Source: an optimization exercise on an open RTL-to-GDS flow (aim: small area). Production flows keep margins and buffers that such runs may drop. Function was checked by simulation only, so behaviour that the tests miss may differ from the original. No activity file was given, so power comes from the tool's default toggle rates.

==> flow/design.v <==
`timescale 1ns/10ps
module issue_stage
(
  input  logic        clk,
  input  logic        rst,              
  input  logic        stall_i,
  input  logic        decode_en_i,
  input  logic [1:0]  decode_fu_sel_i,
  input  logic [2:0]  decode_op_sel_i,
  input  logic [3:0]  decode_alu_op_i,
  input  logic [4:0]  decode_rd_i,
  input  logic [4:0]  decode_rs1_i,
  input  logic [4:0]  decode_rs2_i,
  input  logic [31:0] decode_imm_i,
  input  logic [31:0] decode_pc_i,
  input  logic [3:0]  rob_tag_i,
  input  logic        rob_rs1_valid_i,
  input  logic [31:0] rob_rs1_value_i,
  input  logic        rob_rs2_valid_i,
  input  logic [31:0] rob_rs2_value_i,
  input  logic        cdb_valid_i,
  input  logic [3:0]  cdb_tag_i,
  input  logic [31:0] cdb_value_i,
  input  logic        commit_en_i,
  input  logic [4:0]  commit_rd_i,
  input  logic [3:0]  commit_tag_i,
  input  logic [31:0] commit_value_i,
  output logic        disp_alu_en_o,
  output logic        disp_ldst_en_o,
  output logic        disp_br_en_o,
  output logic        disp_br_comp_o,
  output logic [3:0]  disp_alu_op_o,
  output logic [31:0] disp_op1_value_o,
  output logic        disp_op1_rdy_o,
  output logic [3:0]  disp_op1_q_o,
  output logic [31:0] disp_op2_value_o,
  output logic        disp_op2_rdy_o,
  output logic [3:0]  disp_op2_q_o,
  output logic [31:0] disp_offset_o,
  output logic [31:0] disp_pc_o,
  output logic [3:0]  disp_tag_o,
  output logic        alloc_en_o,
  output logic [4:0]  alloc_dest_o,
  output logic        alloc_valid_o,
  output logic [31:0] alloc_value_o,
  output logic [3:0]  alloc_tag_o,
  output logic [3:0]  rob_rs1_tag_o,
  output logic [3:0]  rob_rs2_tag_o
);
  logic [31:0] rf   [1:31];  
  logic [3:0]  tags [1:31];
  logic [31:1] busy;
  logic [31:1] dec1, dec2, decc, decr;
  logic        alloc_ok;
  dec5   u_dec1 (.a(decode_rs1_i), .y(dec1));
  dec5   u_dec2 (.a(decode_rs2_i), .y(dec2));
  dec5en u_decc (.en(commit_en_i), .a(commit_rd_i), .y(decc));
  dec5en u_decr (.en(alloc_ok),    .a(decode_rd_i), .y(decr));
  logic [31:0] rf1, rf2;
  logic [3:0]  tag1, tag2, tagc;
  logic        busy1, busy2;
  logic [30:0] busy_col;
  for (genvar i = 1; i < 32; i++)
    assign busy_col[i-1] = busy[i];
  onehot_rd u_busy1 (.s(dec1), .d(busy_col), .y(busy1));
  onehot_rd u_busy2 (.s(dec2), .d(busy_col), .y(busy2));
  for (genvar b = 0; b < 4; b++)
  begin : g_tag_rd
    logic [30:0] col;
    for (genvar i = 1; i < 32; i++)
      assign col[i-1] = tags[i][b];
    onehot_rd u_rd1 (.s(dec1), .d(col), .y(tag1[b]));
    onehot_rd u_rd2 (.s(dec2), .d(col), .y(tag2[b]));
    onehot_rd u_rdc (.s(decc), .d(col), .y(tagc[b]));
  end
  for (genvar b = 0; b < 32; b++)
  begin : g_rf_rd
    logic [30:0] col;
    for (genvar i = 1; i < 32; i++)
      assign col[i-1] = rf[i][b];
    onehot_rd u_rd1 (.s(dec1), .d(col), .y(rf1[b]));
    onehot_rd u_rd2 (.s(dec2), .d(col), .y(rf2[b]));
  end
  assign rob_rs1_tag_o = tag1;
  assign rob_rs2_tag_o = tag2;
  logic fire, is_alu, is_ldst, is_br, use_rs2, use_pc1, alloc, off_en;
  logic [3:0] next_tag;
  assign fire     = decode_en_i && !stall_i;
  assign is_alu   = decode_fu_sel_i == 2'd1;
  assign is_ldst  = decode_fu_sel_i == 2'd2;
  assign is_br    = decode_fu_sel_i == 2'd3;
  assign use_rs2  = ((is_alu || is_ldst) && decode_op_sel_i[0]) || (is_br && decode_op_sel_i[1]);
  assign use_pc1  = is_br && !decode_op_sel_i[0] && !decode_op_sel_i[1];
  assign alloc    = !(is_ldst && decode_op_sel_i[0]) && !(is_br && decode_op_sel_i[1]);
  assign alloc_ok = fire && alloc && (decode_rd_i != 5'd0);
  assign off_en   = !decode_fu_sel_i[0] || decode_op_sel_i[1];  
  assign next_tag = rob_tag_i + {3'd0, alloc_en_o};
  logic [31:0] alloc_value;
  assign alloc_value   = ({32{!disp_br_comp_o}} & disp_pc_o)
                       + (disp_offset_o | {29'd0, disp_br_en_o, 2'd0});
  assign alloc_value_o = alloc_value;
  assign alloc_valid_o = !(disp_alu_en_o || disp_ldst_en_o);
  assign alloc_tag_o   = disp_tag_o;
  logic        byp1, byp2, cdb1, cdb2, rdy1, rdy2;
  logic [31:0] val1, val2;
  assign byp1 = alloc_en_o && (alloc_dest_o == decode_rs1_i);
  assign byp2 = alloc_en_o && (alloc_dest_o == decode_rs2_i);
  assign cdb1 = cdb_valid_i && (cdb_tag_i == tag1);
  assign cdb2 = cdb_valid_i && (cdb_tag_i == tag2);
  logic [4:0] s1, s2;
  assign s1[0] = use_pc1;
  assign s1[1] = !use_pc1 && byp1;
  assign s1[2] = !use_pc1 && !byp1 && !busy1;
  assign s1[3] = !use_pc1 && !byp1 && busy1 && rob_rs1_valid_i;
  assign s1[4] = !use_pc1 && !byp1 && busy1 && !rob_rs1_valid_i;
  assign s2[0] = !use_rs2;
  assign s2[1] = use_rs2 && byp2;
  assign s2[2] = use_rs2 && !byp2 && !busy2;
  assign s2[3] = use_rs2 && !byp2 && busy2 && rob_rs2_valid_i;
  assign s2[4] = use_rs2 && !byp2 && busy2 && !rob_rs2_valid_i;
  for (genvar b = 0; b < 32; b++)
  begin : g_opsel
    opsel u_op1 (.s(s1), .d({cdb_value_i[b], rob_rs1_value_i[b], rf1[b], alloc_value[b], decode_pc_i[b]}),  .y(val1[b]));
    opsel u_op2 (.s(s2), .d({cdb_value_i[b], rob_rs2_value_i[b], rf2[b], alloc_value[b], decode_imm_i[b]}), .y(val2[b]));
  end
  assign rdy1 = byp1 ? alloc_valid_o : (!busy1 || rob_rs1_valid_i || cdb1);
  assign rdy2 = byp2 ? alloc_valid_o : (!busy2 || rob_rs2_valid_i || cdb2);
  always_ff @(posedge clk)
  begin
    if (!rst)
    begin
      disp_alu_en_o  <= 1'b0;
      disp_ldst_en_o <= 1'b0;
      disp_br_en_o   <= 1'b0;
      alloc_en_o     <= 1'b0;
    end
    else
    begin
      disp_alu_en_o  <= fire && is_alu;
      disp_ldst_en_o <= fire && is_ldst;
      disp_br_en_o   <= fire && is_br;
      alloc_en_o     <= alloc_ok;
    end
  end
  always_ff @(posedge clk)
  begin
    disp_br_comp_o   <= decode_op_sel_i[1] || (decode_fu_sel_i == 2'd0 && !decode_op_sel_i[0]);
    disp_alu_op_o    <= decode_alu_op_i;
    disp_op1_value_o <= val1;
    disp_op1_rdy_o   <= use_pc1 || rdy1;
    disp_op1_q_o     <= byp1 ? disp_tag_o : tag1;
    disp_op2_value_o <= val2;
    disp_op2_rdy_o   <= !use_rs2 || rdy2;
    disp_op2_q_o     <= byp2 ? disp_tag_o : tag2;
    disp_offset_o    <= {32{off_en}} & decode_imm_i;
    disp_pc_o        <= decode_pc_i;
    disp_tag_o       <= next_tag;
    alloc_dest_o     <= decode_rd_i;
  end
  logic [31:0] rf_d;
  logic [3:0]  tag_d;
  assign rf_d  = {32{rst}} & commit_value_i;
  assign tag_d = {4{rst}}  & next_tag;
  for (genvar i = 1; i < 32; i++)
  begin : g_reg
    logic we, ren, clr;
    assign we  = decc[i];
    assign ren = decr[i];
    assign clr = we && (tagc == commit_tag_i);
    always_ff @(posedge clk)
      if (we || !rst)
        rf[i] <= rf_d;
    always_ff @(posedge clk)
      if (ren || !rst)
        tags[i] <= tag_d;
    always_ff @(posedge clk)
      if (!rst)
        busy[i] <= 1'b0;
      else if (ren || clr)
        busy[i] <= ren;
  end
endmodule
module onehot_rd
(
  input  logic [30:0] s,
  input  logic [30:0] d,
  output logic        y
);
  logic [10:0] t;
  logic [2:0]  u;
  for (genvar k = 0; k < 10; k++)
  begin : g_aoi
    aoi222 i_aoi (.a1(s[3*k]), .a2(d[3*k]), .b1(s[3*k+1]), .b2(d[3*k+1]),
                  .c1(s[3*k+2]), .c2(d[3*k+2]), .y(t[k]));
  end
  assign t[10] = ~(s[30] & d[30]);
  nand4x i_n0 (.a(t[0]), .b(t[1]), .c(t[2]),  .d(t[3]), .y(u[0]));
  nand4x i_n1 (.a(t[4]), .b(t[5]), .c(t[6]),  .d(t[7]), .y(u[1]));
  nand3x i_n2 (.a(t[8]), .b(t[9]), .c(t[10]), .y(u[2]));
  assign y = |u;
endmodule
module aoi222
(
  input  logic a1, a2, b1, b2, c1, c2,
  output logic y
);
  assign y = ~((a1 & a2) | (b1 & b2) | (c1 & c2));
endmodule
module nand4x
(
  input  logic a, b, c, d,
  output logic y
);
  assign y = ~(a & b & c & d);
endmodule
module nand3x
(
  input  logic a, b, c,
  output logic y
);
  assign y = ~(a & b & c);
endmodule
module dec5
(
  input  logic [4:0]  a,
  output logic [31:1] y
);
  logic [4:0] an;
  logic [7:0] lo_n;
  logic [3:0] hi_n;
  for (genvar k = 0; k < 5; k++)
  begin : g_inv
    invx i_inv (.a(a[k]), .y(an[k]));
  end
  for (genvar k = 0; k < 8; k++)
  begin : g_lo
    nand3x i_lo (.a(k[0] ? a[0] : an[0]), .b(k[1] ? a[1] : an[1]), .c(k[2] ? a[2] : an[2]), .y(lo_n[k]));
  end
  for (genvar k = 0; k < 4; k++)
  begin : g_hi
    nand2x i_hi (.a(k[0] ? a[3] : an[3]), .b(k[1] ? a[4] : an[4]), .y(hi_n[k]));
  end
  for (genvar i = 1; i < 32; i++)
  begin : g_y
    nor2x i_y (.a(lo_n[i % 8]), .b(hi_n[i / 8]), .y(y[i]));
  end
endmodule
module nand2x
(
  input  logic a, b,
  output logic y
);
  assign y = ~(a & b);
endmodule
module dec5en
(
  input  logic        en,
  input  logic [4:0]  a,
  output logic [31:1] y
);
  logic [4:0] an;
  logic [7:0] lo_n;
  logic [3:0] hi_n;
  for (genvar k = 0; k < 5; k++)
  begin : g_inv
    invx i_inv (.a(a[k]), .y(an[k]));
  end
  for (genvar k = 0; k < 8; k++)
  begin : g_lo
    nand3x i_lo (.a(k[0] ? a[0] : an[0]), .b(k[1] ? a[1] : an[1]), .c(k[2] ? a[2] : an[2]), .y(lo_n[k]));
  end
  for (genvar k = 0; k < 4; k++)
  begin : g_hi
    nand3x i_hi (.a(en), .b(k[0] ? a[3] : an[3]), .c(k[1] ? a[4] : an[4]), .y(hi_n[k]));
  end
  for (genvar i = 1; i < 32; i++)
  begin : g_y
    nor2x i_y (.a(lo_n[i % 8]), .b(hi_n[i / 8]), .y(y[i]));
  end
endmodule
module invx
(
  input  logic a,
  output logic y
);
  assign y = ~a;
endmodule
module nor2x
(
  input  logic a, b,
  output logic y
);
  assign y = ~(a | b);
endmodule
module opsel
(
  input  logic [4:0] s,
  input  logic [4:0] d,
  output logic       y
);
  assign y = |(s & d);
endmodule
export LEC_CHECK = 0
export CAP_MARGIN = 20
export CORE_MARGIN = 2
export CORE_UTILIZATION = 55
export PLACE_DENSITY = 0.65
export SETUP_SLACK_MARGIN = 0.15
export SLEW_MARGIN = 20
export SYNTH_HIERARCHICAL = 1
create_clock -name core_clock -period 5.0 [get_ports {clk}]
standard.sh (not shown) runs the stock make flow with config.mk's settings and CLKGATE_MAP_FILE= SYNTH_SCRIPT=/design/flow/synth_recipe.tcl, a recipe that flattens the netlist after the stock synthesis.
==> flow/flow/run.sh <==
#!/bin/bash
# The standard layout, with two changes:
# - the port buffers are buf_1 cells instead of the buffer_ports default
# - clock tree synthesis adds no dummy loads, clusters up to 28 sinks within
#   80 um and builds from clkbuf_16
set -euo pipefail
cd "$(dirname "${BASH_SOURCE[0]}")/.."
bash standard.sh \
  BUFFER_PORTS_ARGS="-buffer_cell sky130_fd_sc_hd__buf_1" \
  CTS_ARGS="-sink_clustering_enable -repair_clock_nets -dont_use_dummy_load -sink_clustering_size 28 -sink_clustering_max_diameter 80 -buf_list {sky130_fd_sc_hd__clkbuf_16}" \
  finish > flow_make.log 2>&1
The starting point passed the timing, design-rule and antenna checks.
==> next run, changes <==
--- a/flow/design.v
+++ b/flow/design.v
@@ -50,12 +50,13 @@
   logic [31:0] rf   [1:31];  
   logic [3:0]  tags [1:31];
   logic [31:1] busy;
   logic [31:1] dec1, dec2, decc, decr;
   logic        alloc_ok;
-  dec5   u_dec1 (.a(decode_rs1_i), .y(dec1));
-  dec5   u_dec2 (.a(decode_rs2_i), .y(dec2));
+  logic [31:1] dec1h, dec2h;  
+  dec5   u_dec1 (.a(decode_rs1_i), .y(dec1), .y2(dec1h));
+  dec5   u_dec2 (.a(decode_rs2_i), .y(dec2), .y2(dec2h));
   dec5en u_decc (.en(commit_en_i), .a(commit_rd_i), .y(decc));
   dec5en u_decr (.en(alloc_ok),    .a(decode_rd_i), .y(decr));
   logic [31:0] rf1, rf2;
   logic [3:0]  tag1, tag2, tagc;
   logic        busy1, busy2;
@@ -76,12 +77,12 @@
   for (genvar b = 0; b < 32; b++)
   begin : g_rf_rd
     logic [30:0] col;
     for (genvar i = 1; i < 32; i++)
       assign col[i-1] = rf[i][b];
-    onehot_rd u_rd1 (.s(dec1), .d(col), .y(rf1[b]));
-    onehot_rd u_rd2 (.s(dec2), .d(col), .y(rf2[b]));
+    onehot_rd u_rd1 (.s(b < 16 ? dec1 : dec1h), .d(col), .y(rf1[b]));
+    onehot_rd u_rd2 (.s(b < 16 ? dec2 : dec2h), .d(col), .y(rf2[b]));
   end
   assign rob_rs1_tag_o = tag1;
   assign rob_rs2_tag_o = tag2;
   logic fire, is_alu, is_ldst, is_br, use_rs2, use_pc1, alloc, off_en;
   logic [3:0] next_tag;
@@ -221,11 +222,12 @@
   assign y = ~(a & b & c);
 endmodule
 module dec5
 (
   input  logic [4:0]  a,
-  output logic [31:1] y
+  output logic [31:1] y,
+  output logic [31:1] y2   
 );
   logic [4:0] an;
   logic [7:0] lo_n;
   logic [3:0] hi_n;
   for (genvar k = 0; k < 5; k++)
@@ -240,11 +242,12 @@
   begin : g_hi
     nand2x i_hi (.a(k[0] ? a[3] : an[3]), .b(k[1] ? a[4] : an[4]), .y(hi_n[k]));
   end
   for (genvar i = 1; i < 32; i++)
   begin : g_y
-    nor2x i_y (.a(lo_n[i % 8]), .b(hi_n[i / 8]), .y(y[i]));
+    nor2x i_y  (.a(lo_n[i % 8]), .b(hi_n[i / 8]), .y(y[i]));
+    nor2x i_y2 (.a(lo_n[i % 8]), .b(hi_n[i / 8]), .y(y2[i]));
   end
 endmodule
 module nand2x
 (
   input  logic a, b,
Clock-buffer cell count is lower by 1.
Design area is lower slightly.
Sequential power stays flat.
Hold slack is about the same.
Routed wire length is lower by roughly a tenth.
Global-route usage is lower by 6.4 points.
Setup slack gains 19 ps.
Total power is lower slightly.
Non-clock buffer count is higher by 12.

==> afterwards: timing with drivers on the ports <==
The results above use ideal ports. As a check the final layouts listed here were re-extracted and re-timed, cells and wires unchanged.
Step 1 (the two cells are an assumption about what drives the block):
set clk [get_ports {clk}]
set_driving_cell -lib_cell sky130_fd_sc_hd__clkbuf_16 $clk
set_driving_cell -lib_cell sky130_fd_sc_hd__buf_2 [delete_from_list [all_inputs] $clk]
Step 2 also shifts input and output timing later by t, the mid clock arrival at the registers, as if the neighbouring blocks saw the same clock.
Slacks: ideal ports / drivers / drivers and shift; pairs: ideal ports / drivers.
run | t, ns | setup WS [ns] | cell pins on the clock port's net
the first run | 0.799 | 0.106 / 0.027 / -0.205 | 1
the second run | 0.768 | 0.125 / 0.103 / -0.021 | 1
Met with ideal ports but missed after step 2: setup timing in the first run and the second run. For the first run, which loses most, drivers alone change the setup slack by -0.079 ns; drivers and shift together by -0.311 ns.
